Source: an optimization exercise on an open RTL-to-GDS flow (aim: small area, a short achievable clock period and few clock cycles). Production flows keep margins and buffers that such runs may drop.
No run shown here included a check of the RTL's function; only the layout flow was run.
Power and IR drop assume default switching activity.

$ cat config.mk
export PLATFORM = sky130hd
export DESIGN_NAME = conv_feeder
export DESIGN_NICKNAME = conv_feeder
export VERILOG_FILES = /design/flow/design.v
export SDC_FILE = /design/flow/constraint.sdc
export NUM_CORES = 4
export LEC_CHECK = 0
export CAP_MARGIN = 20
export CORE_MARGIN = 2
export CORE_UTILIZATION = 40
export CTS_CLUSTER_DIAMETER = 120
export CTS_CLUSTER_SIZE = 30
export SETUP_SLACK_MARGIN = 3.7
export SLEW_MARGIN = 20
$ cat constraint.sdc
create_clock -name core_clock -period 6.0 [get_ports {clk}]
set_input_delay 1.2000 -clock core_clock [delete_from_list [all_inputs] [get_ports {clk}]]
set_output_delay 1.2000 -clock core_clock [all_outputs]
set_load 0.01 [all_outputs]
$ cat design.v
package buffer_pkg;
	typedef logic [8-1:0] lane_t;
	typedef logic [4*8-1:0] word_t;
	typedef logic [$clog2(4*32)-1:0] buf_addr_t;
endpackage
package window_pkg;
	typedef logic [$clog2(32+1)-1:0] dim_t;
	typedef enum logic {
		STRIDE_1 = 1'b0,
		STRIDE_2 = 1'b1
	} stride_e;
	typedef enum logic [1:0] {
		WR_IDLE  = 2'd0,
		WR_FILL  = 2'd1,
		WR_DRAIN = 2'd2  
	} wr_state_e;
	typedef enum logic [1:0] {
		RD_IDLE = 2'd0,
		RD_WAIT = 2'd1,  
		RD_SCAN = 2'd2
	} rd_state_e;
endpackage
`timescale 1ns/1ps
module conv_feeder (
	input  logic        clk,
	input  logic        rst,
	input  logic        i_start,
	input  logic [5:0]  i_cols,
	input  logic [5:0]  i_rows,
	input  logic        i_stride,
	input  logic        i_valid,
	input  logic [31:0] i_data,
	output logic        o_full,
	output logic        o_valid,
	output logic [31:0] o_lane_data,
	output logic        o_done
);
	logic       busy;
	logic [5:0] g_cols;
	logic [5:0] g_rows;
	logic [1:0] g_init;  
	logic [5:0] g_cm1;  
	logic [5:0] g_rm1;  
	logic [4:0] g_orm1;  
	logic       g_s2;
	logic [4:0] g_ocm1;  
	logic acc_all;   
	logic acc_all2;  
	logic        s_v;
	logic [31:0] s_d;
	logic [5:0]  p_row;
	logic [5:0]  p_col;
	logic [4:0]  p_d;  
	logic [4:0] tau;
	logic [4:0] e_d;  
	logic       e_odd;  
	logic [4:0] x_rem;  
	logic [4:0] y_rem;  
	logic       last_x;
	logic       last_y;
	logic [8:0] e_pos;  
	logic [1:0] e_r;    
	logic [1:0] e_c;    
	logic r0, r1, r2;
	assign r0 = e_pos[0] || e_pos[1] || e_pos[2];
	assign r1 = e_pos[3] || e_pos[4] || e_pos[5];
	assign r2 = e_pos[6] || e_pos[7] || e_pos[8];
	assign e_r = {r2, r1};
	assign e_c = {e_pos[2] || e_pos[5] || e_pos[8], e_pos[1] || e_pos[4] || e_pos[7]};
	logic       e_done;
	logic [31:0] bw [3];
	logic [1:0]  b_cnt;
	logic [1:0]  b_lag;  
	logic m_wr_en;  
	logic [31:0] ring_a [32];
	logic [31:0] ring_b [32];
	logic idle;
	logic start;
	assign idle = !busy || (e_done && acc_all2);
	assign start = idle && i_start;
	logic [4:0] d;     
	assign d = e_d;
	logic t_is_b;  
	assign t_is_b = !g_s2 && e_odd;
	logic fill_done;  
	logic b_eq;
	logic bw_ok;
	assign b_eq = (b_lag == 2'd0);
	assign bw_ok = (b_cnt == 2'd3) && b_eq;
	logic emit;
	always_comb begin
		emit = 1'b0;
		if (busy && !e_done)
			emit = (r0 && fill_done && (d[2:0] == 3'd3)) ||
				(r1 && bw_ok && (d[2:0] == 3'd0)) ||
				(r2 && bw_ok);
	end
	logic win_end;
	assign win_end = emit && e_pos[8];
	logic bw_wr;
	assign bw_wr = emit && (e_pos[3] || (e_pos[4] && (g_s2 || last_x)) ||
		(e_pos[5] && last_x));
	logic        pix_v;
	logic [31:0] pix_d;
	logic        p_al;
	assign pix_v = s_v || (i_valid && busy && !acc_all);
	assign pix_d = s_v ? s_d : i_data;
	assign p_al = (p_d[2:0] == 3'd0);
	logic [5:0] g_mrow2;   
	logic [5:0] g_mcol2;   
	logic [5:0] g_elim;    
	logic k_fill, k_bot, k_mrow;
	logic c_in;    
	logic c_lt;    
	logic r_fill, r_bot, r_mrow;
	assign r_fill = k_fill;
	assign r_bot = k_bot && c_in;
	assign r_mrow = k_mrow;
	logic n_fill, n_bot, n_mrow;
	always_comb begin
		n_fill = (p_row == 6'd0);
		n_bot = 1'b0;
		n_mrow = 1'b0;
		if (!n_fill) begin
			if (!g_s2)
				n_bot = 1'b1;
			else if (p_row[0])
				n_bot = (p_row < g_mrow2);
			else
				n_mrow = (p_row + 6'd1 < g_mrow2);
		end
	end
	logic drop_ok;
	assign drop_ok = (b_cnt != 2'd3) || !b_eq;
	logic bw_in;    
	logic in_wr;    
	logic consume;
	always_comb begin
		bw_in = 1'b0;
		in_wr = 1'b0;
		consume = 1'b0;
		if (pix_v) begin
			if (r_fill) begin
				in_wr = p_al;
				consume = p_al;
			end else if (r_bot) begin
				bw_in = drop_ok;
				consume = drop_ok;
			end else if (r_mrow) begin
				in_wr = p_al && (m_wr_en || (last_x && c_lt));
				consume = in_wr;
			end else begin
				consume = 1'b1;  
			end
		end
	end
	logic full_q;
	assign o_full = full_q;
	logic accept;
	assign accept = i_valid && !s_v && busy && !acc_all;
	logic p_wrap;
	logic last_acc;
	assign p_wrap = (p_col == g_cm1);
	assign last_acc = (p_row == g_rm1) && p_wrap;
	logic        wa_en, wb_en;
	logic [1:0]  wa_idx, wb_idx;
	logic [31:0] wa_data, wb_data;
	logic        in_b;
	assign in_b = (p_row != 6'd0);
	logic        wa_src, wb_src;  
	always_comb begin
		wa_en = bw_wr && !t_is_b;
		wa_idx = d[4:3];
		wa_src = 1'b0;
		if (in_wr && !in_b) begin
			wa_en = 1'b1;
			wa_idx = p_d[4:3];
			wa_src = 1'b1;
		end
		wb_en = bw_wr && t_is_b;
		wb_idx = d[4:3];
		wb_src = 1'b0;
		if (in_wr && in_b) begin
			wb_en = 1'b1;
			wb_idx = p_d[4:3];
			wb_src = 1'b1;
		end
	end
	logic [3:0]  qa_sel, qb_sel;
	logic        qa_src, qb_src;
	logic [1:0]  q_ec;
	always_ff @(posedge clk) begin
		for (int k = 0; k < 4; k++) begin
			qa_sel[k] <= wa_en && (wa_idx == 2'(k));
			qb_sel[k] <= wb_en && (wb_idx == 2'(k));
		end
		qa_src <= wa_src;
		qb_src <= wb_src;
		q_ec <= e_c;
	end
	logic [31:0] q_pix;
	assign q_pix = s_d;
	logic [31:0] q_bw;
	assign q_bw = bw[q_ec];
	assign wa_data = qa_src ? q_pix : q_bw;
	assign wb_data = qb_src ? q_pix : q_bw;
	logic [31:0] rd;
	always_comb begin
		if (r0)
			rd = t_is_b ? ring_b[{d[4:3], 3'd3}] : ring_a[{d[4:3], 3'd3}];
		else if (r1)
			rd = t_is_b ? ring_a[{d[4:3], 3'd0}] : ring_b[{d[4:3], 3'd0}];
		else
			rd = bw[e_c];
	end
	always_ff @(posedge clk) begin
		for (int k = 0; k < 32; k++) begin
			if ((k % 8) == 6 && qa_sel[((k + 2) / 8) % 4])
				ring_a[k] <= wa_data;
			else
				ring_a[k] <= ring_a[(k + 1) % 32];
			if ((k % 8) == 6 && qb_sel[((k + 2) / 8) % 4])
				ring_b[k] <= wb_data;
			else
				ring_b[k] <= ring_b[(k + 1) % 32];
		end
	end
	always_ff @(posedge clk) begin
		g_ocm1 <= g_s2 ? 5'((g_cols - 6'd3) >> 1) : 5'(g_cols - 6'd3);
		g_orm1 <= g_s2 ? 5'((g_rows - 6'd3) >> 1) : 5'(g_rows - 6'd3);
		g_mrow2 <= {g_orm1, 1'b0} + 6'd2;
		g_mcol2 <= {g_ocm1, 1'b0} + 6'd2;
		g_elim <= {g_ocm1, 1'b0};
	end
	always_ff @(posedge clk) begin
		if (rst) begin
			busy <= 1'b0;
			s_v <= 1'b0;
			full_q <= 1'b0;
			e_done <= 1'b0;
			acc_all <= 1'b0;
			acc_all2 <= 1'b0;
			tau <= '0;
			m_wr_en <= 1'b0;
			b_cnt <= '0;
			g_init <= '0;
		end else begin
			tau <= tau + 5'd1;
			acc_all2 <= acc_all;
			g_init <= {g_init[0], 1'b0};
			if (g_init[1]) begin
				x_rem <= g_ocm1;
				y_rem <= g_orm1;
				last_x <= (g_ocm1 == 5'd0);
				last_y <= (g_orm1 == 5'd0);
			end
			if (start) begin
				busy <= 1'b1;
				g_cols <= i_cols;
				g_rows <= i_rows;
				g_cm1 <= i_cols - 6'd1;  
				g_rm1 <= i_rows - 6'd1;
				g_s2 <= i_stride;
				acc_all <= 1'b0;
				acc_all2 <= 1'b0;
				s_v <= 1'b0;
				full_q <= 1'b0;
				p_row <= '0;
				p_col <= '0;
				k_fill <= 1'b1;
				k_bot <= 1'b0;
				k_mrow <= 1'b0;
				c_in <= 1'b1;
				fill_done <= 1'b0;
				tau <= 5'd0;   
				p_d <= 5'd0;
				e_d <= 5'd0;
				e_odd <= 1'b0;
				g_init <= 2'b01;
				e_pos <= 9'd1;
				e_done <= 1'b0;
				b_cnt <= '0;
				b_lag <= '0;
				m_wr_en <= 1'b0;
			end else begin
				if (accept && last_acc)
					acc_all <= 1'b1;
				if (consume) begin
					if (p_wrap) begin
						p_col <= '0;
						p_row <= p_row + 6'd1;
						p_d <= ~tau;
						k_fill <= n_fill;
						k_bot <= n_bot;
						k_mrow <= n_mrow;
						c_in <= 1'b1;
						c_lt <= (g_elim != 6'd0);
						if (p_row == 6'd1)
							fill_done <= 1'b1;
					end
					else begin
						p_col <= p_col + 6'd1;
						if (g_s2 && p_col == g_mcol2)
							c_in <= 1'b0;
						if (p_col + 6'd1 == g_elim)
							c_lt <= 1'b0;
					end
				end else begin
					p_d <= p_d - 5'd1;
				end
				if (consume)
					s_v <= 1'b0;
				else if (accept)
					s_v <= 1'b1;
				full_q <= (!consume && (accept || s_v)) || acc_all || (accept && last_acc);
				if (emit && last_x && e_pos[5])
					m_wr_en <= 1'b1;
				else if (in_wr && r_mrow && p_wrap)
					m_wr_en <= 1'b0;
				if (win_end && last_x) begin
					b_cnt <= '0;
					b_lag <= '0;
				end else if (win_end) begin
					b_lag <= g_s2 ? 2'd2 : 2'd1;
				end else if (bw_in) begin
					if (b_cnt != 2'd3)
						b_cnt <= b_cnt + 2'd1;
					else
						b_lag <= b_lag - 2'd1;
				end
				if (!emit)
					e_d <= e_d - 5'd1;
				if (emit) begin
					e_pos <= {e_pos[7:0], e_pos[8]};
					if (e_pos[2] || e_pos[5]) begin
						e_d <= e_d - 5'd3;
					end else if (e_pos[8]) begin
							if (!last_x) begin
								x_rem <= x_rem - 5'd1;
								last_x <= (x_rem == 5'd1);
								e_d <= g_s2 ? e_d - 5'd1 : e_d - 5'd2;
							end else begin
								x_rem <= g_ocm1;
								last_x <= (g_ocm1 == 5'd0);
								e_d <= ~tau;
								if (last_y) begin
									e_done <= 1'b1;
								end else begin
									e_odd <= !e_odd;
									y_rem <= y_rem - 5'd1;
									last_y <= (y_rem == 5'd1);
								end
							end
					end
				end
			end
		end
	end
	always_ff @(posedge clk) begin
		if (!s_v)
			s_d <= i_data;
		if (bw_in) begin
			bw[0] <= bw[1];
			bw[1] <= bw[2];
			bw[2] <= pix_d;
		end
	end
	logic [31:0] out_q;
	logic        out_v;
	logic        out_last;
	logic [7:0]  l1_q;
	logic [7:0]  l2_q [2];
	logic [7:0]  l3_q [3];
	always_ff @(posedge clk) begin
		if (rst) begin
			out_v <= 1'b0;
			out_last <= 1'b0;
		end else begin
			out_v <= emit;
			out_last <= win_end && last_x && last_y;
		end
	end
	always_ff @(posedge clk) begin
		out_q <= rd;
		l1_q <= out_q[15:8];
		l2_q[0] <= out_q[23:16];
		l2_q[1] <= l2_q[0];
		l3_q[0] <= out_q[31:24];
		l3_q[1] <= l3_q[0];
		l3_q[2] <= l3_q[1];
	end
	assign o_valid = out_v;
	assign o_done = out_last;
	assign o_lane_data = {l3_q[2], l2_q[1], l1_q, out_q[7:0]};
endmodule
$ cat run.sh
#!/bin/bash
# synth_recipe.tcl (not shown) runs the flow's synth.tcl, then flattens the netlist and writes it again
# the make line also repeats each setting of config.mk as NAME=value (left out here)
make -C /OpenROAD-flow-scripts/flow DESIGN_CONFIG=/design/flow/config.mk WORK_HOME=/design/flow/orfs CLKGATE_MAP_FILE= SYNTH_SCRIPT=/design/flow/synth_recipe.tcl finish
==> results of run 1 <==
[power by group through the flow]
stage	registers (mW)	clock network, mW	logic [mW]
6_report	16.9	7.52	1.22
5_1_grt	17.0	8.33	1.31
4_1_cts	16.9	7.74	1.16
3_5_place_dp	17.3	0	1.05
3_3_place_gp	17.3	0	1.04
2_1_floorplan	17.2	0	0.711
[metal layers]
metal	global-route usage (%)	wire length, µm	up-vias
met5	0	27	-
met1	23.88	64840	15513
met4	5.001	3544	4
li1	-	-	15164
met3	2.676	6985	173
met2	25.22	58930	716
[final timing paths]
kind | startpoint | end | slack [ns] | depth (start not counted)
hold reg to reg | ring_a[25][30]$_DFF_P_ | ring_a[24][30]$_DFF_P_ | 0.29 | 0
setup / recovery | out_last$_SDFF_PP0_ | o_done | 3.53 | 1
setup reg to reg | e_d[1]$_SDFFCE_PP0N_ | y_rem[2]$_DFFE_PN_ | 3.64 | 9
hold / removal | ring_a[25][30]$_DFF_P_ | ring_a[24][30]$_DFF_P_ | 0.29 | 0
[registers in the layout, summed over array words and instances (netlist names), 6 cells and up]
| signal | cells |
|---|---|
| ring_a | 1024 |
| ring_b | 1024 |
| bw | 96 |
| out_q | 32 |
| s_d | 32 |
| l3_q | 24 |
| l2_q | 16 |
| e_pos | 9 |
| l1_q | 8 |
| g_cm1 | 6 |
| g_cols | 6 |
| g_rm1 | 6 |
| g_rows | 6 |
| p_col | 6 |
| p_row | 6 |
[metrics by stage]
stage	power (mW)	instances
2_1_floorplan	17.86	4449
3_3_place_gp	18.30	6418
3_5_place_dp	18.32	6418
4_1_cts	25.81	6600
5_1_grt	26.61	6637
6_report	25.63	6638
[kinds of logic (layout without fill, tap and decap cells)]
logic type / count (synthesis) / after routing / synth area share (%)
muxes: 172 / 172 / 4.394
DFF: 2388 / 2388 / 79.29
AOI/OAI and AO/OA: 786 / 786 / 7.606
other: 0 / 1 / 0
adders and majority gates: 40 / 40 / 0.8010
buffers and inverters: 252 / 378 / 1.822
and+or+nand+nor: 749 / 753 / 5.221
xor gates and xnor gates: 62 / 62 / 0.8691
[cell usage in the layout, fill, tap and decap left out, drive strengths merged, types with 7 or more instances in the layout]
| master | Yosys | layout |
|---|---|---|
| xnor2 | 33 | 33 |
| buf | 93 | 143 |
| a211oi | 40 | 40 |
| ha | 40 | 40 |
| a21oi | 385 | 385 |
| and2 | 19 | 19 |
| a21boi | 16 | 16 |
| a21o | 10 | 10 |
| nor2 | 374 | 376 |
| inv | 43 | 47 |
| a2111oi | 8 | 8 |
| mux4 | 76 | 76 |
| o2111ai | 7 | 7 |
| o22ai | 18 | 18 |
| or3 | 7 | 7 |
| dfxtp | 2215 | 2215 |
| mux2 | 46 | 46 |
| nand2b | 15 | 17 |
| clkbuf | 115 | 132 |
| nor3 | 18 | 18 |
| a31oi | 29 | 29 |
| nand2 | 206 | 206 |
| nand3 | 28 | 28 |
| o21ai | 103 | 103 |
| o221a | 7 | 7 |
| xor2 | 29 | 29 |
| and3 | 15 | 15 |
| mux2i | 50 | 50 |
| a22oi | 65 | 65 |
| nor2b | 21 | 21 |
| nand4 | 8 | 8 |
| nor4 | 10 | 10 |
| clkdlybuf4s50 | 0 | 47 |
| a32oi | 9 | 9 |
| edfxtp | 173 | 173 |
| o21a | 65 | 65 |
[repair_timing]
item,CTS,global route
gates cloned,10,4
hold buffers,0,0
gates resized for setup,248,66
pin swaps,13,15
setup endpoints to repair,383,242
buffers inserted,35,33
[area by class of cell]
| cell class | count | area [µm²] | area share (%) |
|---|---|---|---|
| antenna | 1 | 2.502 | 0.003611 |
| timing repair inverter | 1 | 7.507 | 0.01083 |
| clock inverter | 9 | 152.6 | 0.2203 |
| clock buffer | 128 | 2426 | 3.501 |
| inverter | 44 | 185.2 | 0.2672 |
| timing repair buffer | 196 | 2170 | 3.130 |
| multi-input combinational | 1813 | 12170 | 17.56 |
| sequential | 2388 | 49620 | 71.59 |
| tap | 2058 | 2575 | 3.715 |
==> run summary, run 1 <==
Outcome -> complete, no violations
Post-synthesis sequential area ratio -> 79.29%
Setup TNS Final -> 0 ns
Gate power share -> 4.8%
Post-route DRC -> 0
Clock skew -> 0.06567 ns
CTS tree -> built
Cell variety after synth -> 73
CP Max Fanout -> 1
Io pins -> 84
Average via count per standard cell -> 4.756
RSZ-0062 raised after global routing -> true
Clock-pin transition on the worst setup and hold timing paths -> 0.12 ns
Post-synthesis register bit count -> 2,388
Remaining antenna violation count after routing -> 0
Routed length per placed instance -> 20.24 µm
Area Overhead vs Synth -> 10.93%
P_sw -> 5.579 mW
Die area -> 0.1594 mm²
Share of layout cells above drive strength 1 -> 10.40%
Final setup viols -> 0
CP Data Required Time -> 4.80 ns
Cell count after synthesis -> 4,449
Initial Utilization -> 40.14%
Area post-placement -> 0.06536 mm²
H-tree Lvls -> 3
Worst setup SP type -> register
Cells along the critical path -> buf_6
Largest net degree at the start of global routing -> 72
Core area -> 0.1557 mm²
Post-Syn Area -> 0.06248 mm²
Avg Cell Area, Syn -> 14.04 µm²
Synth Flop Type -> dfxtp_1
Final worst setup slack -> 3.535 ns
PwrDens -> 369.9 mW/mm²
CP max stage delay -> 0.38 ns
Top cell type's share of synthesized area -> 70.97%
Yosys Warn Count -> 6
Fin crit period -> 2.465 ns
Rows -> 145
Final instance area -> 0.06931 mm²
Die width -> 399.2 µm
Hold Worst Slack -> 0.2859 ns
Final WL -> 134.3 mm
Count leader, synth -> dfxtp_1
Number of flops mapped to enable cells by yosys -> 173
Slowest-stage cell, CP -> dfxtp_4
Routability congestion estimate -> 0.7694
Slew Viols, Final -> 0
Peak supply drop -> 231.8 µV
Crit. End Element -> primary output
Total grt overflow -> 0
Part of the power in registers -> 65.9%
Total GRT Usage -> 16.46%
Delay-heaviest family, CP -> flip-flops
Pre-CTS WS -> 2.313 ns
Clock Power Share -> 29.3%
Internal -> 20.06 mW
Max_cap viols -> 0
Area contributors post-synth -> dfxtp_1, edfxtp_1, a21oi_1
I/O Buffers -> 83
Fmax -> 405.6 MHz
Post-layout nets -> 4,623
CP Class -> register to primary output
CTS Buf Count -> 90
Routed via count -> 31.57k
Iteration-0 DRC Markers -> 2,555
Vias in the first global route -> 30.18k
Leak Pwr -> 26.19 nW
CP Buf/Inv Count -> 1
Die Y -> 399.2 µm
Clk buf depth -> 3
Clock Latency Late Sink -> 0.77 ns
Final hold vios -> 0
# clock sinks -> 2,388
Final core occ -> 44.52%
Crit path DAT -> 1.27 ns
Top post-synthesis cells by count -> dfxtp_1, a21oi_1, nor2_1, nand2_1, edfxtp_1
Dpl hpwl -> 72.82 mm
Post-synth ARST share -> 0%
Antenna violations before repair -> 9
# fillers -> 13.90k
Syn Nets -> 4,538
DRT Pass-1 Iters -> 5
Hold crit path type -> register to register
Final Cycle Share -> 41.09%
Worst Tran Pin Value -> 1.093 ns
CTS root buf -> clkbuf_16
Yosys top cell by area -> dfxtp_1
Max-slew headroom -> 27.17%
Wire length of the first global-routing pass -> 194.0 mm
Fraction of power spent switching nets -> 21.76%
==> run 2: changes to the inputs <==
--- a/config.mk
+++ b/config.mk
@@ -10,5 +10,5 @@
 export CORE_UTILIZATION = 40
 export CTS_CLUSTER_DIAMETER = 120
 export CTS_CLUSTER_SIZE = 30
-export SETUP_SLACK_MARGIN = 3.7
+export SETUP_SLACK_MARGIN = 3.8
 export SLEW_MARGIN = 20
==> run 2 against run 1 <==
  * Still clean
  * Synthesized area stayed put
  * Total power grew 0.16%
  * Core utilization rose by 0.64 points
  * Critical path depth unchanged
  * Clock power decreased by 1%
  * Setup slack better by 0.043 ns
  * Sequential cell count unchanged
  * Combinational power increased by 11%
  * Die area unchanged
  * Clock skew is 0.032 ns lower
  * Routed wire length grew 4.9%
  * First-iteration DRC count increased by 5.4%
  * Highest routed layer unchanged
==> run summary, run 2 <==
Die width -> 399.2 µm (unchanged)
Post-synthesis adder-cell area fraction -> 0.8010% (unchanged)
Main combinational cell family by area after synthesis -> compound AO/OA/AOI/OAI gates
Worst reg2reg endpoint -> y_rem[2]$_DFFE_PN_
Cell count after synthesis -> 4,449 (unchanged)
Hold crit path type -> register to register
Top cell type's share of synthesized area -> 70.97% (unchanged)
Synth Area in Simple Gates -> 5.221% (unchanged)
Post-layout nets -> 4,681 (+1.3%)
Hold buffers post-CTS -> 0 (unchanged)
Rows -> 145 (unchanged)
Final WL -> 140.9 mm (+4.9%)
Yosys top cell by area -> dfxtp_1
Crit path DAT -> 1.22 ns (-0.05 ns)
Area post-placement -> 0.06539 mm² (about the same)
Hold path endpoint -> ring_a[3][8]$_DFF_P_
Worst Tran Pin Value -> 1.083 ns (-0.009368 ns)
Iteration-0 DRC Markers -> 2,694 (+5.4%)
Initial Utilization -> 40.14% (unchanged)
Post-synthesis sequential area ratio -> 79.29% (unchanged)
Clk buf depth -> 3 (unchanged)
Total power -> 25.68 mW (+0.16%)
CP Buf/Inv Count -> 1 (unchanged)
Final instance area -> 0.07030 mm² (+1.4%)
Antenna violations before repair -> 7 (-2)
Avg Cell Area, Syn -> 14.04 µm² (unchanged)
Commonest non-fill, non-tap cell in the layout -> dfxtp_1
CP Data Required Time -> 4.80 ns (about the same)
Worst setup SP type -> register
R2r setup slk -> 3.71 ns (+0.07 ns)
Delay-heaviest family, CP -> flip-flops
Met2 GRT Util -> 25.96% (+0.74 points)
Post-synthesis mux area share -> 4.394% (unchanged)
DRT Pass-1 Iters -> 5 (unchanged)
Slew Viols, Final -> 0 (unchanged)
Crit. End Element -> primary output
Die Y -> 399.2 µm (unchanged)
Fin crit period -> 2.422 ns (-0.04314 ns)
Peak supply drop -> 267.9 µV (+16%)
Number of flops mapped to enable cells by yosys -> 173 (unchanged)
Remaining antenna violation count after routing -> 0 (unchanged)
Met3 usage -> 2.586% (-0.090 points)
Area Overhead vs Synth -> 12.51%
Setup TNS Final -> 0 ns (unchanged)
CP Class -> register to primary output
Largest registers -> ring_a x1024, ring_b x1024, bw x96
Die area -> 0.1594 mm² (unchanged)
Routability congestion estimate -> 0.7701 (about the same)
Final worst setup slack -> 3.578 ns (+0.04314 ns)
Clock skew -> 0.03388 ns (-0.03179 ns)
Top post-synthesis cells by count -> dfxtp_1, a21oi_1, nor2_1, nand2_1, edfxtp_1
PwrDens -> 365.2 mW/mm² (-1.3%)
CTS tree -> built
Fmax -> 412.8 MHz (+1.8%)
CP max stage delay -> 0.37 ns (about the same)
Count leader, synth -> dfxtp_1
FF/Latch Area -> 0.04961 mm² (about the same)
Share of layout cells above drive strength 1 -> 12.17% (+1.8 points)
Multi-input logic area -> 0.01237 mm² (+1.7%)
Slowest-stage cell, CP -> dfxtp_4
Average via count per standard cell -> 4.790 (+0.71%)
Largest net degree at the start of global routing -> 65 (-9.7%)
Synth Flop Type -> dfxtp_1
Most frequent cells in the layout -> dfxtp_1, a21oi_1, nor2_1
Routed length per placed instance -> 21.05 µm (+4.0%)
Vias in the first global route -> 30.86k (+2.2%)
Post-Syn Area -> 0.06248 mm² (unchanged)
Post-synthesis register bit count -> 2,388 (unchanged)
CTS root buf -> clkbuf_16
Post-synth ARST share -> 0% (unchanged)
# clock sinks -> 2,388 (unchanged)
M1 GR Usage -> 24.47% (+0.59 points)
Post-route DRC -> 0 (unchanged)
Total grt overflow -> 0 (unchanged)
RSZ-0062 raised after global routing -> true
Cells along the critical path -> buf_6
Hold path start -> ring_a[4][8]$_DFF_P_
H-tree Lvls -> 3 (unchanged)
Yosys Warn Count -> 6 (unchanged)
Max_cap viols -> 0 (unchanged)
Worst hold path depth -> 0 (unchanged)
Pre-CTS WS -> 2.339 ns (+0.02548 ns)
I/O Buffers -> 83 (unchanged)
Syn Nets -> 4,538 (unchanged)
Clock-pin transition on the worst setup and hold timing paths -> 0.12 ns (about the same)
Total GRT Usage -> 16.98% (+0.53 points)
Max-slew headroom -> 27.79% (+0.62 points)
Area contributors post-synth -> dfxtp_1, edfxtp_1, a21oi_1
Synth Area in Compound Gates -> 7.606% (unchanged)
Clock Latency Late Sink -> 0.74 ns (-0.03 ns)
Cell variety after synth -> 73 (unchanged)
Layer with the highest usage -> met2
Final Cycle Share -> 40.37% (-0.72 points)
Core area -> 0.1557 mm² (unchanged)
Final hold vios -> 0 (unchanged)
Wire length of the first global-routing pass -> 199.3 mm (+2.7%)
CTS Buf Count -> 89 (-1.1%)
# fillers -> 13.77k (-0.96%)
Outcome -> complete, no violations
Routed via count -> 32.06k (+1.5%)
Dpl hpwl -> 71.80 mm (-1.4%)
Xor and xnor area share after synthesis -> 0.8691% (unchanged)
Reg2reg start -> e_d[0]$_SDFFCE_PP0N_
CP Max Fanout -> 1 (unchanged)
R2R depth -> 7 (-2)
Io pins -> 84 (unchanged)
Leak Pwr -> 26.64 nW (+1.7%)
Final setup viols -> 0 (unchanged)
run 2: through the flow:
step	utilization (%)	std cells	hold WS, ns
after global placement	42.01	6417	0.3095
after CTS	44.51	6634	0.3141
after global routing	45.16	6692	0.3117
after floorplan	-	4449	0.3096
after detailed placement	42.01	6417	0.3121
final	45.16	6693	0.3136
run 2: report_power, final:
part           internal (mW)  switching (mW)
Sequential              16.6           0.253
Clock                   2.84            4.58
Combinational          0.588           0.774
Total                   20.1            5.60
run 2: logic make-up (layout without fill, tap and decap cells):
group,Yosys count,count (layout)
AO/OA/AOI/OAI,786,787
XOR/XNOR,62,62
adder cells (fa/ha/maj),40,40
buffers and inverters,252,432
flip-flops,2388,2388
multiplexers,172,172
other,0,1
AND/OR/NAND/NOR,749,753
run 2: routing by layer:
layer / vias to the layer above / wire, µm
li1: 15294 / -
met1: 15801 / 67200
met2: 793 / 62460
met3: 166 / 7272
met4: 4 / 3918
met5: - / 22
run 2: how the worst max path moves through the flow:
stage | from | to | slack (ns) | cells after the start
after floorplan | i_valid | b_lag[0]$_SDFFCE_PP0P_ | 2.29 | 6
after global placement | i_valid | p_col[4]$_SDFFCE_PN0P_ | 2.38 | 6
after detailed placement | i_valid | p_row[2]$_SDFFCE_PP0P_ | 2.34 | 6
after CTS | out_q[2]$_DFF_P_ | o_lane_data[2] | 3.52 | 1
after global routing | out_q[2]$_DFF_P_ | o_lane_data[2] | 3.54 | 1
final | out_q[2]$_DFF_P_ | o_lane_data[2] | 3.58 | 1
run 2: layout make-up:
cell class	instances	area share, %
timing repair inverter	2	0.02314
tap	2058	3.663
clock buffer	126	3.396
clock inverter	7	0.1317
antenna	1	0.003560
multi-input combinational	1814	17.60
timing repair buffer	253	4.339
sequential	2388	70.58
inverter	44	0.2616
run 2: what timing repair did:
item / CTS / global route
gates resized for setup: 297 / 99
hold endpoints to repair: 0 / 0
endpoints found under the setup margin: 306 / 251
cloned: 20 / 12
pin swaps: 35 / 59
setup buffers: 64 / 46
==> run 3: changes to the inputs <==
--- a/design.v
+++ b/design.v
@@ -36,8 +36,6 @@
 	output logic        o_done
 );
 	logic       busy;
-	logic [5:0] g_cols;
-	logic [5:0] g_rows;
 	logic [1:0] g_init;  
 	logic [5:0] g_cm1;  
 	logic [5:0] g_rm1;  
@@ -226,8 +224,8 @@
 		end
 	end
 	always_ff @(posedge clk) begin
-		g_ocm1 <= g_s2 ? 5'((g_cols - 6'd3) >> 1) : 5'(g_cols - 6'd3);
-		g_orm1 <= g_s2 ? 5'((g_rows - 6'd3) >> 1) : 5'(g_rows - 6'd3);
+		g_ocm1 <= g_s2 ? 5'((g_cm1 - 6'd2) >> 1) : 5'(g_cm1 - 6'd2);
+		g_orm1 <= g_s2 ? 5'((g_rm1 - 6'd2) >> 1) : 5'(g_rm1 - 6'd2);
 		g_mrow2 <= {g_orm1, 1'b0} + 6'd2;
 		g_mcol2 <= {g_ocm1, 1'b0} + 6'd2;
 		g_elim <= {g_ocm1, 1'b0};
@@ -256,8 +254,6 @@
 			end
 			if (start) begin
 				busy <= 1'b1;
-				g_cols <= i_cols;
-				g_rows <= i_rows;
 				g_cm1 <= i_cols - 6'd1;  
 				g_rm1 <= i_rows - 6'd1;
 				g_s2 <= i_stride;
--- a/config.mk
+++ b/config.mk
@@ -10,5 +10,5 @@
 export CORE_UTILIZATION = 40
 export CTS_CLUSTER_DIAMETER = 120
 export CTS_CLUSTER_SIZE = 30
-export SETUP_SLACK_MARGIN = 3.8
+export SETUP_SLACK_MARGIN = 3.7
 export SLEW_MARGIN = 20
==> run 3 against run 2 <==
  * Still clean on timing, DRC and antenna
  * Global-route usage decreased by 0.50 points
  * Clock power increased by 1%
  * Non-clock buffer count decreased by 73
  * Combinational power decreased by 11%
  * Critical path type unchanged
  * Critical endpoint is now o_lane_data[4]
  * Highest routed layer is now met4
==> run summary, run 3 <==
Die width -> 397.0 µm (-0.56%)
Post-layout nets -> 4,559 (-2.6%)
Leak Pwr -> 25.82 nW (-3.1%)
Count leader, synth -> dfxtp_1
# fillers -> 13.68k (-0.62%)
Share of layout cells above drive strength 1 -> 9.892% (-2.3 points)
Average via count per standard cell -> 4.777 (-0.27%)
CP Data Required Time -> 4.80 ns (about the same)
Yosys Warn Count -> 6 (unchanged)
Slew Viols, Final -> 0 (unchanged)
Slowest-stage cell, CP -> dfxtp_4
Routed length per placed instance -> 20.38 µm (-3.2%)
Delay-heaviest family, CP -> flip-flops
Total grt overflow -> 0 (unchanged)
Internal -> 19.98 mW (-0.47%)
Crit. End Element -> primary output
Core area -> 0.1537 mm² (-1.3%)
Syn Nets -> 4,488 (-1.1%)
Vias in the first global route -> 30.06k (-2.6%)
Post-synth ARST share -> 0% (unchanged)
Fraction of power spent switching nets -> 21.88% (+0.055 points)
P_sw -> 5.596 mW (-0.15%)
Ant. Diodes -> 0 (-1)
Cell count after synthesis -> 4,399 (-1.1%)
Yosys top cell by area -> dfxtp_1
Wire length of the first global-routing pass -> 193.7 mm (-2.8%)
Max-slew headroom -> 23.29% (-4.5 points)
Clk buf depth -> 3 (unchanged)
CP Buf/Inv Count -> 1 (unchanged)
Avg Cell Area, Syn -> 14.04 µm² (about the same)
Largest registers -> ring_a x1024, ring_b x1024, bw x96
Initial Utilization -> 40.20% (+0.060 points)
CTS Buf Count -> 90 (+1.1%)
Die area -> 0.1576 mm² (-1.1%)
Max_cap viols -> 0 (unchanged)
Number of flops mapped to enable cells by yosys -> 161 (-6.9%)
Fmax -> 402.6 MHz (-2.5%)
Die Y -> 397.0 µm (-0.56%)
Cells along the critical path -> buf_6
DRT Pass-1 Iters -> 5 (unchanged)
Area Overhead vs Synth -> 10.75%
Antenna violations before repair -> 9 (+2)
PwrDens -> 373.8 mW/mm² (+2.3%)
Peak supply drop -> 242.4 µV (-9.5%)
Iteration-0 DRC Markers -> 2,468 (-8.4%)
CP Class -> register to primary output
Total GRT Usage -> 16.48% (-0.50 points)
CTS tree -> built
RSZ-0062 raised after global routing -> true
Io pins -> 84 (unchanged)
Top cell type's share of synthesized area -> 71.78% (+0.80 points)
Synth Flop Type -> dfxtp_1
Commonest non-fill, non-tap cell in the layout -> dfxtp_1
# clock sinks -> 2,376 (-0.50%)
Post-synthesis register bit count -> 2,376 (-0.50%)
Final Cycle Share -> 41.39% (+1.0 points)
Worst Tran Pin Value -> 1.151 ns (+0.06747 ns)
Hold crit path type -> register to register
Most frequent cells in the layout -> dfxtp_1, a21oi_1, nor2_1
Largest net degree at the start of global routing -> 65 (unchanged)
H-tree Lvls -> 3 (unchanged)
CTS root buf -> clkbuf_16
Part of the power in registers -> 66.0% (+0.2 points)
Cell variety after synth -> 77 (+5.5%)
I/O Buffers -> 83 (unchanged)
Routability congestion estimate -> 0.7593 (-1.4%)
Remaining antenna violation count after routing -> 0 (unchanged)
Non-filler instance count after layout -> 6,563 (-1.9%)
Routed via count -> 31.35k (-2.2%)
Area contributors post-synth -> dfxtp_1, edfxtp_1, a21oi_1
Setup TNS Final -> 0 ns (unchanged)
Post-synthesis sequential area ratio -> 79.60% (+0.32 points)
Top post-synthesis cells by count -> dfxtp_1, nor2_1, a21oi_1, nand2_1, edfxtp_1
Clock Latency Late Sink -> 0.74 ns (about the same)
Placed Cells -> 6,356 (-0.95%)
CP Max Fanout -> 1 (unchanged)
CP max stage delay -> 0.43 ns (+0.06 ns)
Final hold vios -> 0 (unchanged)
Dpl hpwl -> 71.46 mm (-0.48%)
Rows -> 144 (-0.69%)
Post-Syn Area -> 0.06178 mm² (-1.1%)
Fin crit period -> 2.484 ns (+0.06133 ns)
Final core occ -> 44.52% (-0.64 points)
Post-route DRC -> 0 (unchanged)
Gate power share -> 4.7% (-0.6 points)
Clock Power Share -> 29.3% (+0.4 points)
Crit path DAT -> 1.28 ns (+0.06 ns)
Clock skew -> 0.02822 ns (-0.005662 ns)
Final WL -> 133.7 mm (-5.1%)
Clock-pin transition on the worst setup and hold timing paths -> 0.11 ns (about the same)
Final setup viols -> 0 (unchanged)
Worst setup SP type -> register
Outcome -> complete, no violations
-- run 3: area by class of cell --
cell class | instances | area [µm²] | share of cell area [%]
Sequential cell | 2376 | 49260 | 71.99
Multi-Input combinational cell | 1775 | 11910 | 17.41
Tap cell | 2044 | 2557 | 3.738
Clock buffer | 131 | 2406 | 3.517
Timing Repair Buffer | 180 | 1928 | 2.818
Inverter | 46 | 197.7 | 0.2889
Clock inverter | 10 | 157.7 | 0.2304
Timing Repair inverter | 1 | 7.507 | 0.01097
-- run 3: power groups by stage --
stage | combinational [mW] | clock, mW | sequential, mW
global route | 1.30 | 8.26 | 17.0
detailed placement | 1.09 | 0 | 17.2
finish | 1.21 | 7.49 | 16.9
floorplan | 0.718 | 0 | 17.1
global placement | 1.08 | 0 | 17.2
CTS | 1.18 | 7.71 | 16.9
-- run 3: cell families after synthesis --
family	Yosys count	share of synthesized area, %
XOR/XNOR	61	0.8648
buffers and inverters	250	1.685
AND/OR/NAND/NOR	733	5.051
multiplexers	170	4.330
flip-flops	2376	79.60
AO/OA/AOI/OAI	769	7.656
adder cells (fa/ha/maj)	40	0.8101
-- run 3: what timing repair did --
| action | 4_1_cts | 5_1_grt |
|---|---|---|
| setup endpoints to repair | 239 | 172 |
| setup buffers | 41 | 14 |
| hold buffers | 0 | 0 |
| cloned | 9 | 2 |
| resized for setup | 246 | 43 |
| pin swaps | 8 | 7 |
-- run 3: per-layer routing --
metal  up-vias  track usage, %  share of wire [%]
met5         -               0                  0
met4         0           3.734                2.0
met3       168           2.224                4.9
met2       727           25.31                 44
met1     15486           24.69                 49
li1      14970               -                  -
-- run 3: per-stage QoR --
stage	hold WS, ns	setup WS [ns]	instance area [µm²]	total power, mW
floorplan	0.3096	0.5296	61890	17.83
global placement	0.3096	2.240	64750	18.30
detailed placement	0.3121	2.164	64750	18.33
CTS	0.3060	3.459	68090	25.77
global route	0.3145	3.458	68420	26.51
finish	0.3064	3.516	68420	25.57
-- run 3: final timing paths --
check	slack, ns	end	start	cells after the start
worst max-delay path	3.52	o_lane_data[4]	out_q[4]$_DFF_P_	1
worst min-delay path	0.31	ring_a[13][14]$_DFF_P_	ring_a[14][14]$_DFF_P_	0
worst max register to register	3.67	y_rem[2]$_DFFE_PN_	e_d[1]$_SDFFCE_PP0N_	8
worst min register to register	0.31	ring_a[13][14]$_DFF_P_	ring_a[14][14]$_DFF_P_	0
==> run 4: changes to the inputs <==
--- a/config.mk
+++ b/config.mk
@@ -9,6 +9,6 @@
 export CORE_MARGIN = 2
 export CORE_UTILIZATION = 40
 export CTS_CLUSTER_DIAMETER = 120
-export CTS_CLUSTER_SIZE = 30
+export CTS_CLUSTER_SIZE = 28
 export SETUP_SLACK_MARGIN = 3.7
 export SLEW_MARGIN = 20
==> run 4 against run 3 <==
  * Die area unchanged
  * Design area about the same
  * Largest cell class unchanged
  * Still clean on timing, DRC and antenna
  * Non-clock buffer count unchanged
  * Count of clock-buffer cells in the layout up 5
  * Core utilization about the same
  * Sequential cell count unchanged
  * Critical path type unchanged
  * First-iteration DRC count down 5.5%
  * Register-to-register slack about the same
  * Largest power group unchanged
  * Critical path depth unchanged
  * Maximum frequency about the same
==> run summary, run 4 <==
Outcome -> complete, no violations
Final WL -> 133.4 mm (-0.22%)
Area contributors post-synth -> dfxtp_1, edfxtp_1, a21oi_1
Count leader, synth -> dfxtp_1
Iteration-0 DRC Markers -> 2,333 (-5.5%)
Final worst setup slack -> 3.517 ns (+0.001020 ns)
CP Class -> register to primary output
H-tree Lvls -> 3 (unchanged)
Layer with the highest usage -> met2
Initial Utilization -> 40.20% (unchanged)
RSZ-0062 raised after global routing -> true
Clock skew -> 0.03047 ns (+0.002251 ns)
Post-synth ARST share -> 0% (unchanged)
Worst Tran Pin Value -> 1.155 ns (+0.004842 ns)
Non-filler instance count after layout -> 6,570 (+0.11%)
Die Y -> 397.0 µm (unchanged)
# clock sinks -> 2,376 (unchanged)
Total GRT Usage -> 16.40% (-0.087 points)
Routability congestion estimate -> 0.7593 (unchanged)
Post-Syn Area -> 0.06178 mm² (unchanged)
Slew Viols, Final -> 0 (unchanged)
Post-synthesis sequential area ratio -> 79.60% (unchanged)
Yosys Warn Count -> 6 (unchanged)
Clk buf depth -> 3 (unchanged)
Yosys top cell by area -> dfxtp_1
Cell variety after synth -> 77 (unchanged)
# fillers -> 13.68k (-0.029%)
Pre-CTS WS -> 2.164 ns (unchanged)
Total power -> 25.72 mW (+0.55%)
Crit path DAT -> 1.28 ns (about the same)
Dpl hpwl -> 71.46 mm (unchanged)
Avg Cell Area, Syn -> 14.04 µm² (unchanged)
Routed via count -> 31.28k (-0.24%)
CTS root buf -> clkbuf_16
Clock Latency Late Sink -> 0.74 ns (about the same)
Total grt overflow -> 0 (unchanged)
Slowest-stage cell, CP -> dfxtp_4
Clock-pin transition on the worst setup and hold timing paths -> 0.11 ns (about the same)
Top cell type's share of synthesized area -> 71.78% (unchanged)
Leak Pwr -> 25.86 nW (+0.16%)
Area Overhead vs Synth -> 10.86% (about the same)
Final instance area -> 0.06849 mm² (about the same)
CP Buf/Inv Count -> 1 (unchanged)
Post-synthesis register bit count -> 2,376 (unchanged)
Syn Nets -> 4,488 (unchanged)
Die width -> 397.0 µm (unchanged)
Hold crit path type -> register to register
Largest registers -> ring_a x1024, ring_b x1024, bw x96
Number of flops mapped to enable cells by yosys -> 161 (unchanged)
Remaining antenna violation count after routing -> 0 (unchanged)
Delay-heaviest family, CP -> flip-flops
Routed length per placed instance -> 20.31 µm (-0.32%)
Io pins -> 84 (unchanged)
CP Data Required Time -> 4.80 ns (about the same)
Antenna violations before repair -> 7 (-2)
Commonest non-fill, non-tap cell in the layout -> dfxtp_1
DRT Pass-1 Iters -> 5 (unchanged)
Die area -> 0.1576 mm² (unchanged)
Final hold vios -> 0 (unchanged)
M1 GR Usage -> 24.48% (-0.21 points)
Peak supply drop -> 269.6 µV (+11%)
CP max stage delay -> 0.43 ns (about the same)
Final Cycle Share -> 41.38% (about the same)
Hold buffers post-CTS -> 0 (unchanged)
Core area -> 0.1537 mm² (unchanged)
Setup TNS Final -> 0 ns (unchanged)
Top post-synthesis cells by count -> dfxtp_1, nor2_1, a21oi_1, nand2_1, edfxtp_1
Average via count per standard cell -> 4.761 (-0.34%)
Area post-placement -> 0.06475 mm² (unchanged)
Worst setup SP type -> register
Vias in the first global route -> 30.07k (+0.050%)
CP Max Fanout -> 1 (unchanged)
Max-slew headroom -> 22.97% (-0.32 points)
Crit. End Element -> primary output
Max_cap viols -> 0 (unchanged)
Synth Flop Type -> dfxtp_1
Met3 usage -> 2.437% (+0.21 points)
Placed Cells -> 6,356 (unchanged)
PwrDens -> 375.5 mW/mm² (+0.46%)
Wire length of the first global-routing pass -> 193.1 mm (-0.32%)
Largest net degree at the start of global routing -> 65 (unchanged)
Final setup viols -> 0 (unchanged)
Cell count after synthesis -> 4,399 (unchanged)
Most frequent cells in the layout -> dfxtp_1, a21oi_1, nor2_1
Rows -> 144 (unchanged)
I/O Buffers -> 83 (unchanged)
Fmax -> 402.8 MHz (about the same)
Post-layout nets -> 4,564 (+0.11%)
Met2 GRT Util -> 25.12% (-0.20 points)
CTS Buf Count -> 95 (+5.6%)
Post-route DRC -> 0 (unchanged)
Cells along the critical path -> buf_6
Share of layout cells above drive strength 1 -> 10.01% (+0.12 points)
Fin crit period -> 2.483 ns (-0.001020 ns)
CTS tree -> built
run 4: through the flow:
step / util, % / hold WS (ns)
after global placement: 42.13 / 0.3096
after floorplan: - / 0.3096
after CTS: 44.34 / 0.2995
after detailed placement: 42.13 / 0.3121
final: 44.56 / 0.3052
after global routing: 44.56 / 0.3161
run 4: metal layers:
| layer | vias to the layer above | share of wire [%] | wire length (µm) |
|---|---|---|---|
| met5 | - | 0 | 0 |
| met3 | 148 | 5.0 | 6657 |
| met1 | 15457 | 49 | 65590 |
| met2 | 698 | 44 | 58700 |
| met4 | 0 | 1.9 | 2491 |
| li1 | 14974 | - | - |
run 4: cell type report:
type,count,area (µm²),area share [%]
Sequential cell,2376,49260,71.92
Multi-Input combinational cell,1775,11910,17.40
Tap cell,2044,2557,3.734
Clock buffer,136,2552,3.727
Timing Repair Buffer,180,1874,2.737
Inverter,46,197.7,0.2886
Clock inverter,10,121.4,0.1772
Timing Repair inverter,1,7.507,0.01096
Antenna cell,2,5.005,0.007308
run 4: kinds of logic after synthesis:
group	count (synthesis)	synth area share, %
flops	2376	79.60
compound gates	769	7.656
simple gates	733	5.051
buf+inv	250	1.685
mux	170	4.330
xor+xnor	61	0.8648
fa+ha+maj	40	0.8101
run 4: what timing repair did:
item / in CTS / in global routing
setup buffers: 44 / 12
gates cloned: 7 / 3
endpoints found under the setup margin: 238 / 161
pin swaps: 11 / 7
gates resized for setup: 242 / 45
run 4: final timing paths:
kind,startpoint,end,slack (ns),depth (start not counted)
setup / recovery,out_q[4]$_DFF_P_,o_lane_data[4],3.52,1
hold reg to reg,ring_a[14][14]$_DFF_P_,ring_a[13][14]$_DFF_P_,0.31,0
setup reg to reg,e_d[1]$_SDFFCE_PP0N_,y_rem[3]$_DFFE_PN_,3.68,8
hold / removal,ring_a[14][14]$_DFF_P_,ring_a[13][14]$_DFF_P_,0.31,0
run 4: report_power, final:
part | switching [mW] | total [mW] | internal (mW) | leakage [nW]
combinational | 0.718 | 1.20 | 0.482 | 5.12
sequential | 0.276 | 16.9 | 16.6 | 19.4
clock | 4.62 | 7.64 | 3.02 | 1.29
total | 5.61 | 25.7 | 20.1 | 25.9
==> run 5: changes to the inputs <==
--- a/design.v
+++ b/design.v
@@ -69,7 +69,12 @@
 	logic [31:0] bw [3];
 	logic [1:0]  b_cnt;
 	logic [1:0]  b_lag;  
-	logic m_wr_en;  
+	logic [1:0]  w_rel;
+	logic [2:0]  w_pend;
+	logic [4:0]  w_d;
+	logic [1:0] m_grant;
+	logic m_wr_en;
+	assign m_wr_en = (m_grant != 2'd0);
 	logic [31:0] ring_a [32];
 	logic [31:0] ring_b [32];
 	logic idle;
@@ -85,19 +90,21 @@
 	logic bw_ok;
 	assign b_eq = (b_lag == 2'd0);
 	assign bw_ok = (b_cnt == 2'd3) && b_eq;
+	logic m_ok;
+	assign m_ok = !g_s2 || !m_wr_en || (k_mrow && (p_col >= 6'd3));
 	logic emit;
 	always_comb begin
 		emit = 1'b0;
 		if (busy && !e_done)
 			emit = (r0 && fill_done && (d[2:0] == 3'd3)) ||
-				(r1 && bw_ok && (d[2:0] == 3'd0)) ||
-				(r2 && bw_ok);
+				(r1 && m_ok && (d[2:0] == 3'd0)) ||
+				(r2 && bw_ok && !(e_pos[8] && last_x && (w_pend != 3'd0)));
 	end
 	logic win_end;
 	assign win_end = emit && e_pos[8];
 	logic bw_wr;
-	assign bw_wr = emit && (e_pos[3] || (e_pos[4] && (g_s2 || last_x)) ||
-		(e_pos[5] && last_x));
+	assign bw_wr = (b_cnt == 2'd3) && (w_rel != 2'd3) && (w_pend != 3'd0) &&
+		(w_d[2:0] == 3'd0);
 	logic        pix_v;
 	logic [31:0] pix_d;
 	logic        p_al;
@@ -129,7 +136,7 @@
 		end
 	end
 	logic drop_ok;
-	assign drop_ok = (b_cnt != 2'd3) || !b_eq;
+	assign drop_ok = (b_cnt != 2'd3) || (!b_eq && (w_rel != 2'd0));
 	logic bw_in;    
 	logic in_wr;    
 	logic consume;
@@ -168,7 +175,7 @@
 	logic        wa_src, wb_src;  
 	always_comb begin
 		wa_en = bw_wr && !t_is_b;
-		wa_idx = d[4:3];
+		wa_idx = w_d[4:3];
 		wa_src = 1'b0;
 		if (in_wr && !in_b) begin
 			wa_en = 1'b1;
@@ -176,7 +183,7 @@
 			wa_src = 1'b1;
 		end
 		wb_en = bw_wr && t_is_b;
-		wb_idx = d[4:3];
+		wb_idx = w_d[4:3];
 		wb_src = 1'b0;
 		if (in_wr && in_b) begin
 			wb_en = 1'b1;
@@ -194,7 +201,7 @@
 		end
 		qa_src <= wa_src;
 		qb_src <= wb_src;
-		q_ec <= e_c;
+		q_ec <= (bw_in && (b_cnt == 2'd3)) ? w_rel - 2'd1 : w_rel;
 	end
 	logic [31:0] q_pix;
 	assign q_pix = s_d;
@@ -239,7 +246,7 @@
 			acc_all <= 1'b0;
 			acc_all2 <= 1'b0;
 			tau <= '0;
-			m_wr_en <= 1'b0;
+			m_grant <= '0;
 			b_cnt <= '0;
 			g_init <= '0;
 		end else begin
@@ -277,7 +284,10 @@
 				e_done <= 1'b0;
 				b_cnt <= '0;
 				b_lag <= '0;
-				m_wr_en <= 1'b0;
+				w_rel <= '0;
+				w_pend <= '0;
+				w_d <= 5'd0;
+				m_grant <= '0;
 			end else begin
 				if (accept && last_acc)
 					acc_all <= 1'b1;
@@ -309,10 +319,10 @@
 				else if (accept)
 					s_v <= 1'b1;
 				full_q <= (!consume && (accept || s_v)) || acc_all || (accept && last_acc);
-				if (emit && last_x && e_pos[5])
-					m_wr_en <= 1'b1;
-				else if (in_wr && r_mrow && p_wrap)
-					m_wr_en <= 1'b0;
+				if ((emit && last_x && e_pos[5]) && !(in_wr && r_mrow && p_wrap))
+					m_grant <= m_grant + 2'd1;
+				else if (!(emit && last_x && e_pos[5]) && (in_wr && r_mrow && p_wrap))
+					m_grant <= m_grant - 2'd1;
 				if (win_end && last_x) begin
 					b_cnt <= '0;
 					b_lag <= '0;
@@ -324,6 +334,20 @@
 					else
 						b_lag <= b_lag - 2'd1;
 				end
+				if (win_end && last_x) begin
+					w_rel <= '0;
+					w_pend <= '0;
+					w_d <= ~tau;
+				end else begin
+					if (bw_wr && !(bw_in && b_cnt == 2'd3))
+						w_rel <= w_rel + 2'd1;
+					else if (!bw_wr && bw_in && b_cnt == 2'd3)
+						w_rel <= w_rel - 2'd1;
+					w_pend <= w_pend - {2'd0, bw_wr} +
+						((emit && e_pos[2]) ? (last_x ? 3'd3 : (g_s2 ? 3'd2 : 3'd1)) : 3'd0);
+					if (!bw_wr)
+						w_d <= w_d - 5'd1;
+				end
 				if (!emit)
 					e_d <= e_d - 5'd1;
 				if (emit) begin
--- a/config.mk
+++ b/config.mk
@@ -9,6 +9,6 @@
 export CORE_MARGIN = 2
 export CORE_UTILIZATION = 40
 export CTS_CLUSTER_DIAMETER = 120
-export CTS_CLUSTER_SIZE = 28
+export CTS_CLUSTER_SIZE = 30
 export SETUP_SLACK_MARGIN = 3.7
 export SLEW_MARGIN = 20
==> run 5 against run 4 <==
  * Routed wire length fell by 1.4%
  * Non-clock buffer count rose by 44
  * Critical path depth rose by 8
  * Clock power fell by 3%
  * Hold slack improved by 0.0038 ns
  * Still clean on timing, DRC and antenna
  * Die area rose by 0.56%
  * Total power fell by 1.3%
==> run summary, run 5 <==
Max_cap viols -> 0 (unchanged)
Slowest-stage cell, CP -> edfxtp_1
Remaining antenna violation count after routing -> 0 (unchanged)
Outcome -> complete, no violations
Cells along the critical path -> o31a_1 > o311ai_4 > a21boi_4 > o211ai_1 > ha_1 > fa_2 > xnor2_2 > xnor2_1 > nor2_1
Total power -> 25.39 mW (-1.3%)
RSZ-0062 raised after global routing -> true
Area contributors post-synth -> dfxtp_1, edfxtp_1, a21oi_1
Post-synthesis register bit count -> 2,387 (+0.46%)
Commonest non-fill, non-tap cell in the layout -> dfxtp_1
Setup TNS Final -> 0 ns (unchanged)
Final WL -> 131.6 mm (-1.4%)
Die width -> 398.1 µm (+0.28%)
Post-route DRC -> 0 (unchanged)
Clock Latency Late Sink -> 0.74 ns (about the same)
Largest net degree at the start of global routing -> 65 (unchanged)
Yosys Warn Count -> 6 (unchanged)
Clock-pin transition on the worst setup and hold timing paths -> 0.12 ns (about the same)
Routed via count -> 31.41k (+0.43%)
CTS tree -> built
Clk buf depth -> 3 (unchanged)
CTS Buf Count -> 89 (-6.3%)
Top cell type's share of synthesized area -> 71.40% (-0.37 points)
Worst Tran Pin Value -> 1.196 ns (+0.04079 ns)
Multi-input logic area -> 0.01241 mm² (+4.1%)
Most frequent cells in the layout -> dfxtp_1, nor2_1, a21oi_1
Leak Pwr -> 27.04 nW (+4.6%)
Antenna violations before repair -> 1 (-6)
CTS root buf -> clkbuf_16
Post-layout nets -> 4,636 (+1.6%)
Crit. End Element -> register
Routability congestion estimate -> 0.7531 (-0.82%)
Fmax -> 367.1 MHz (-8.9%)
Area Overhead vs Synth -> 12.39%
Hold path endpoint -> ring_b[24][25]$_DFF_P_
Wire length of the first global-routing pass -> 192.2 mm (-0.46%)
Clock skew -> 0.03155 ns (+0.001081 ns)
Cell variety after synth -> 64 (-17%)
Post-synth ARST share -> 0% (unchanged)
Die Y -> 398.1 µm (+0.28%)
Hold Worst Slack -> 0.3090 ns (+0.003784 ns)
FF/Latch Area -> 0.04958 mm² (+0.65%)
Met1 wire length -> 62.36 mm (-4.9%)
CP Max Fanout -> 7 (+6)
Syn Nets -> 4,512 (+0.53%)
Met3 Routed Length -> 6.238 mm (-6.3%)
Largest registers -> ring_a x1024, ring_b x1024, bw x96
PwrDens -> 363.6 mW/mm² (-3.2%)
Post-Syn Area -> 0.06213 mm² (+0.57%)
Rows -> 144 (unchanged)
H-tree Lvls -> 3 (unchanged)
Hold buffers post-CTS -> 0 (unchanged)
CP Buf/Inv Count -> 0 (-1)
Cell count after synthesis -> 4,414 (+0.34%)
Fin crit period -> 2.724 ns (+0.2412 ns)
CP Class -> register to register
R2R depth -> 9 (+1)
Final setup viols -> 0 (unchanged)
Worst setup SP type -> register
Die area -> 0.1585 mm² (+0.56%)
Vias in the first global route -> 30.77k (+2.3%)
Top Layer Used -> met4
R2r setup slk -> 3.28 ns (-0.40 ns)
Metal2 WL -> 60.28 mm (+2.7%)
Dpl hpwl -> 70.90 mm (-0.78%)
Io pins -> 84 (unchanged)
Peak supply drop -> 231.6 µV (-14%)
Count leader, synth -> dfxtp_1
Post-synthesis sequential area ratio -> 79.67% (about the same)
Hold path start -> ring_b[25][25]$_DFF_P_
DRT Pass-1 Iters -> 5 (unchanged)
Delay-heaviest family, CP -> compound AO/OA/AOI/OAI gates
Worst hold path depth -> 0 (unchanged)
CP max stage delay -> 0.51 ns (+0.08 ns)
Reg2reg start -> p_col[2]$_SDFFCE_PN0P_
# fillers -> 13.74k (+0.43%)
Worst reg2reg endpoint -> w_pend[2]$_SDFFCE_PP0N_
Total GRT Usage -> 16.15% (-0.25 points)
# clock sinks -> 2,387 (+0.46%)
Number of flops mapped to enable cells by yosys -> 171 (+6.2%)
Total grt overflow -> 0 (unchanged)
Final Cycle Share -> 45.40% (+4.0 points)
Synth Flop Type -> dfxtp_1
Iteration-0 DRC Markers -> 2,375 (+1.8%)
Share of layout cells above drive strength 1 -> 12.80% (+2.8 points)
Final worst setup slack -> 3.276 ns (-0.2412 ns)
Slew Viols, Final -> 0 (unchanged)
Max-slew headroom -> 20.25% (-2.7 points)
Routed length per placed instance -> 19.86 µm (-2.2%)
Pre-CTS WS -> 2.242 ns (+0.07882 ns)
Average via count per standard cell -> 4.741 (-0.41%)
CP Data Required Time -> 6.51 ns (+1.71 ns)
Yosys top cell by area -> dfxtp_1
Core area -> 0.1542 mm² (+0.35%)
Crit path DAT -> 3.23 ns (+1.95 ns)
Hold crit path type -> register to register
Initial Utilization -> 40.28% (+0.087 points)
Top post-synthesis cells by count -> dfxtp_1, nor2_1, a21oi_1, edfxtp_1, nand2_1
Avg Cell Area, Syn -> 14.08 µm² (+0.23%)
Final hold vios -> 0 (unchanged)
I/O Buffers -> 83 (unchanged)
run 5: worst max path at each step:
stage,start,slack [ns],end,cells after the start
finish,p_col[2]$_SDFFCE_PN0P_,3.28,w_pend[2]$_SDFFCE_PP0N_,9
global route,w_rel[0]$_SDFFCE_PP0P_,3.19,w_pend[2]$_SDFFCE_PP0N_,12
CTS,p_col[1]$_SDFFCE_PN0P_,3.40,w_pend[2]$_SDFFCE_PP0N_,10
detailed placement,i_valid,2.24,w_rel[0]$_SDFFCE_PP0P_,8
global placement,i_valid,2.20,p_row[1]$_SDFFCE_PP0P_,6
floorplan,i_valid,0.26,w_rel[0]$_SDFFCE_PP0P_,6
run 5: area by class of cell:
class,count,area share (%)
Antenna cell,3,0.01075
Multi-Input combinational cell,1783,17.77
Clock inverter,5,0.1183
Clock buffer,126,3.510
Sequential cell,2387,71.01
Tap cell,2044,3.663
Inverter,53,0.3100
Timing Repair Buffer,224,3.616
run 5: cells by family (layout without fill, tap and decap cells):
family | count (synthesis) | count (layout) | synth area share, %
flip-flops | 2387 | 2387 | 79.67
adder cells (fa/ha/maj) | 49 | 49 | 0.9989
multiplexers | 176 | 176 | 4.598
AO/OA/AOI/OAI | 758 | 758 | 7.220
AND/OR/NAND/NOR | 723 | 727 | 4.872
buffers and inverters | 248 | 408 | 1.615
XOR/XNOR | 73 | 73 | 1.029
other | 0 | 3 | 0
run 5: power breakdown:
part | internal (mW) | switching [mW] | total, mW
combinational | 0.541 | 0.801 | 1.34
sequential | 16.4 | 0.187 | 16.6
clock | 2.90 | 4.54 | 7.44
total | 19.9 | 5.53 | 25.4
run 5: routing by layer:
metal	vias up	track usage (%)
met4	0	4.009
met2	655	26.13
met3	138	2.025
met1	15492	22.98
met5	-	0
li1	15126	-
run 5: through the flow:
stage               util, %  area, µm²  std cells
floorplan                 -      62270       4414
global placement      42.30      65240       6384
detailed placement    42.31      65250       6384
CTS                   44.71      68960       6584
global route          45.27      69820       6622
finish                45.27      69830       6625
run 5: what timing repair did:
item                                    4_1_cts  5_1_grt
endpoints found under the setup margin      405      315
pin swaps                                    28       28
gates cloned                                  9        6
hold endpoints to repair                      0        0
buffers inserted                             60       32
resized for setup                           283      114
==> run 6: changes to the inputs <==
--- a/config.mk
+++ b/config.mk
@@ -10,5 +10,5 @@
 export CORE_UTILIZATION = 40
 export CTS_CLUSTER_DIAMETER = 120
 export CTS_CLUSTER_SIZE = 30
-export SETUP_SLACK_MARGIN = 3.7
+export SETUP_SLACK_MARGIN = 3.8
 export SLEW_MARGIN = 20
==> run 6 against run 5 <==
  * Sequential cell count is the same
  * Cell count grew 1.1%
  * Sequential power is essentially flat
  * Non-clock buffer count grew 63
  * First-iteration DRC count shrank 9.2%
  * Synthesized cell count is the same
  * Largest cell class unchanged
  * Combinational power grew 11%
  * Clock power is essentially flat
  * Sequential share of layout area shrank 1.4 points
  * Total power grew 0.69%
  * Register-to-register slack gained 0.12 ns
==> run summary, run 6 <==
Slew Viols, Final -> 0 (unchanged)
Total GRT Usage -> 16.70% (+0.55 points)
Iteration-0 DRC Markers -> 2,157 (-9.2%)
Die Y -> 398.1 µm (unchanged)
R2R depth -> 9 (unchanged)
Final hold vios -> 0 (unchanged)
Synth Flop Type -> dfxtp_1
# clock sinks -> 2,387 (unchanged)
Delay-heaviest family, CP -> adder cells
CP Buf/Inv Count -> 0 (unchanged)
Worst hold path depth -> 0 (unchanged)
Max-slew headroom -> 23.66% (+3.4 points)
Wire length of the first global-routing pass -> 197.1 mm (+2.5%)
Most frequent cells in the layout -> dfxtp_1, nor2_1, a21oi_1
Dpl hpwl -> 71.27 mm (+0.52%)
Routed via count -> 31.95k (+1.7%)
PwrDens -> 358.9 mW/mm² (-1.3%)
Outcome -> complete, no violations
Die width -> 398.1 µm (unchanged)
Crit path DAT -> 3.11 ns (-0.12 ns)
Fmax -> 384.0 MHz (+4.6%)
Post-synthesis register bit count -> 2,387 (unchanged)
Hold crit path type -> register to register
CTS Buf Count -> 90 (+1.1%)
Top cell type's share of synthesized area -> 71.40% (unchanged)
Antenna violations before repair -> 5 (+4)
Area contributors post-synth -> dfxtp_1, edfxtp_1, a21oi_1
CP Data Required Time -> 6.50 ns (about the same)
Crit. End Element -> register
Yosys top cell by area -> dfxtp_1
Total grt overflow -> 0 (unchanged)
Largest net degree at the start of global routing -> 65 (unchanged)
CP Depth -> 9 (unchanged)
# fillers -> 13.62k (-0.83%)
Area post-placement -> 0.06528 mm² (about the same)
Count leader, synth -> dfxtp_1
Largest registers -> ring_a x1024, ring_b x1024, bw x96
Hold buffers post-CTS -> 0 (unchanged)
Slowest-stage cell, CP -> edfxtp_1
Top post-synthesis cells by count -> dfxtp_1, nor2_1, a21oi_1, edfxtp_1, nand2_1
Die area -> 0.1585 mm² (unchanged)
Core area -> 0.1542 mm² (unchanged)
Fin crit period -> 2.604 ns (-0.1197 ns)
CTS tree -> built
Average via count per standard cell -> 4.772 (+0.66%)
DRT Pass-1 Iters -> 5 (unchanged)
Routed length per placed instance -> 20.61 µm (+3.8%)
Clock skew -> 0.03444 ns (+0.002886 ns)
Worst setup SP type -> register
Remaining antenna violation count after routing -> 0 (unchanged)
Clock-pin transition on the worst setup and hold timing paths -> 0.12 ns (about the same)
Clk buf depth -> 3 (unchanged)
Peak supply drop -> 229.1 µV (-1.1%)
Yosys Warn Count -> 6 (unchanged)
H-tree Lvls -> 3 (unchanged)
Clock Latency Late Sink -> 0.73 ns (about the same)
Rows -> 144 (unchanged)
Routability congestion estimate -> 0.7532 (about the same)
Final instance area -> 0.07121 mm² (+2.0%)
Leak Pwr -> 27.61 nW (+2.1%)
Post-route DRC -> 0 (unchanged)
Final WL -> 138.0 mm (+4.9%)
CP max stage delay -> 0.46 ns (-0.05 ns)
Commonest non-fill, non-tap cell in the layout -> dfxtp_1
Post-synth ARST share -> 0% (unchanged)
Cells along the critical path -> or3_4 > a32oi_4 > a21boi_4 > o211ai_1 > ha_1 > fa_2 > xnor2_2 > xnor2_1 > nor2_1
I/O Buffers -> 83 (unchanged)
Share of layout cells above drive strength 1 -> 15.92% (+3.1 points)
CP Class -> register to register
Worst Tran Pin Value -> 1.145 ns (-0.05118 ns)
Syn Nets -> 4,512 (unchanged)
Post-synthesis sequential area ratio -> 79.67% (unchanged)
Number of flops mapped to enable cells by yosys -> 171 (unchanged)
Area Overhead vs Synth -> 14.62%
CTS root buf -> clkbuf_16
Setup TNS Final -> 0 ns (unchanged)
Io pins -> 84 (unchanged)
Initial Utilization -> 40.28% (unchanged)
Max_cap viols -> 0 (unchanged)
Vias in the first global route -> 30.84k (+0.24%)
Post-Syn Area -> 0.06213 mm² (unchanged)
Final setup viols -> 0 (unchanged)
CP Max Fanout -> 4 (-3)
Cell variety after synth -> 64 (unchanged)
Cell count after synthesis -> 4,414 (unchanged)
Final Cycle Share -> 43.40% (-2.0 points)
Post-layout nets -> 4,699 (+1.4%)
RSZ-0062 raised after global routing -> true
Avg Cell Area, Syn -> 14.08 µm² (unchanged)
## run 6: routing by layer
layer / global-route usage (%) / routed length [µm]
met4: 5.168 / 3753
met1: 23.86 / 64970
met3: 1.972 / 5997
met5: 0 / 0
met2: 26.55 / 63250
## run 6: logic make-up after synthesis
family                     share of synthesized area [%]
xor gates and xnor gates                           1.029
buffers and inverters                              1.615
DFF                                                79.67
muxes                                              4.598
and+or+nand+nor                                    4.872
AOI/OAI and AO/OA                                  7.220
adders and majority gates                         0.9989
## run 6: metrics by stage
stage	total power [mW]	std cells	utilization (%)	hold WS, ns	worst slack, ns
final	25.56	6695	46.17	0.3165	3.396
after global routing	26.45	6692	46.17	0.3183	3.326
after CTS	25.61	6619	45.13	0.3130	3.376
after detailed placement	18.08	6383	42.32	0.3121	2.121
after global placement	18.06	6383	42.32	0.3095	2.162
after floorplan	17.62	4414	-	0.3096	0.2634
## run 6: power breakdown
| group | internal (mW) | switching, mW |
|---|---|---|
| sequential | 16.4 | 0.188 |
| combinational | 0.617 | 0.877 |
| clock | 2.89 | 4.58 |
## run 6: final timing paths
path	start	endpoint	slack, ns
max	e_pos[0]$_SDFFCE_PP1P_	w_pend[2]$_SDFFCE_PP0N_	3.40
min	ring_b[29][9]$_DFF_P_	ring_b[28][9]$_DFF_P_	0.32
max reg2reg	e_pos[0]$_SDFFCE_PP1P_	w_pend[2]$_SDFFCE_PP0N_	3.40
min reg2reg	ring_b[29][9]$_DFF_P_	ring_b[28][9]$_DFF_P_	0.32
## run 6: repair_timing
action,4_1_cts,5_1_grt
setup endpoints to repair,476,447
cloned,15,10
pin swaps,34,106
hold endpoints to repair,0,0
resized for setup,337,229
setup buffers,82,63
## run 6: layout make-up
class / instances / area, µm² / share of cell area [%]
Clock inverter: 9 / 128.9 / 0.1810
Tap cell: 2044 / 2557 / 3.591
Clock buffer: 130 / 2424 / 3.403
Inverter: 53 / 220.2 / 0.3092
Timing Repair inverter: 1 / 7.507 / 0.01054
Sequential cell: 2387 / 49570 / 69.61
Timing Repair Buffer: 287 / 3376 / 4.740
Antenna cell: 3 / 7.507 / 0.01054
Multi-Input combinational cell: 1781 / 12920 / 18.14

==> static timing again, ports no longer ideal <==
How much do the figures lean on ideal ports? The routed layouts below were timed once more, with nothing changed but the port constraints.
Step 1 sets driving cells, clkbuf_16 on the clock port and buf_2 on the other inputs (assumed; they add their load-dependent delay and slew).
Step 2 also shifts input and output timing later by t, the mid clock arrival at the registers, as if the neighbouring blocks saw the same clock.
a / b / c = ideal / step 1 / step 2; a / b = the first two.
run | t (ns) | slack for setup (ns) | worst hold slack (ns)
run 1 | 0.814 | 3.535 / 3.457 / 3.021 | 0.286 / 0.286 / 0.286
run 2 | 0.806 | 3.578 / 3.493 / 3.119 | 0.314 / 0.314 / 0.314
run 3 | 0.803 | 3.516 / 3.438 / 3.021 | 0.306 / 0.306 / 0.306
run 4 | 0.797 | 3.517 / 3.442 / 3.011 | 0.305 / 0.305 / 0.305
run 5 | 0.787 | 3.276 / 3.276 / 2.960 | 0.309 / 0.309 / 0.309
run 6 | 0.790 | 3.396 / 3.396 / 3.110 | 0.316 / 0.316 / 0.316
After both steps every run listed still meets setup and hold. The setup slack of run 1, which loses most, moves by -0.078 ns with the drivers and by -0.514 ns with both steps.
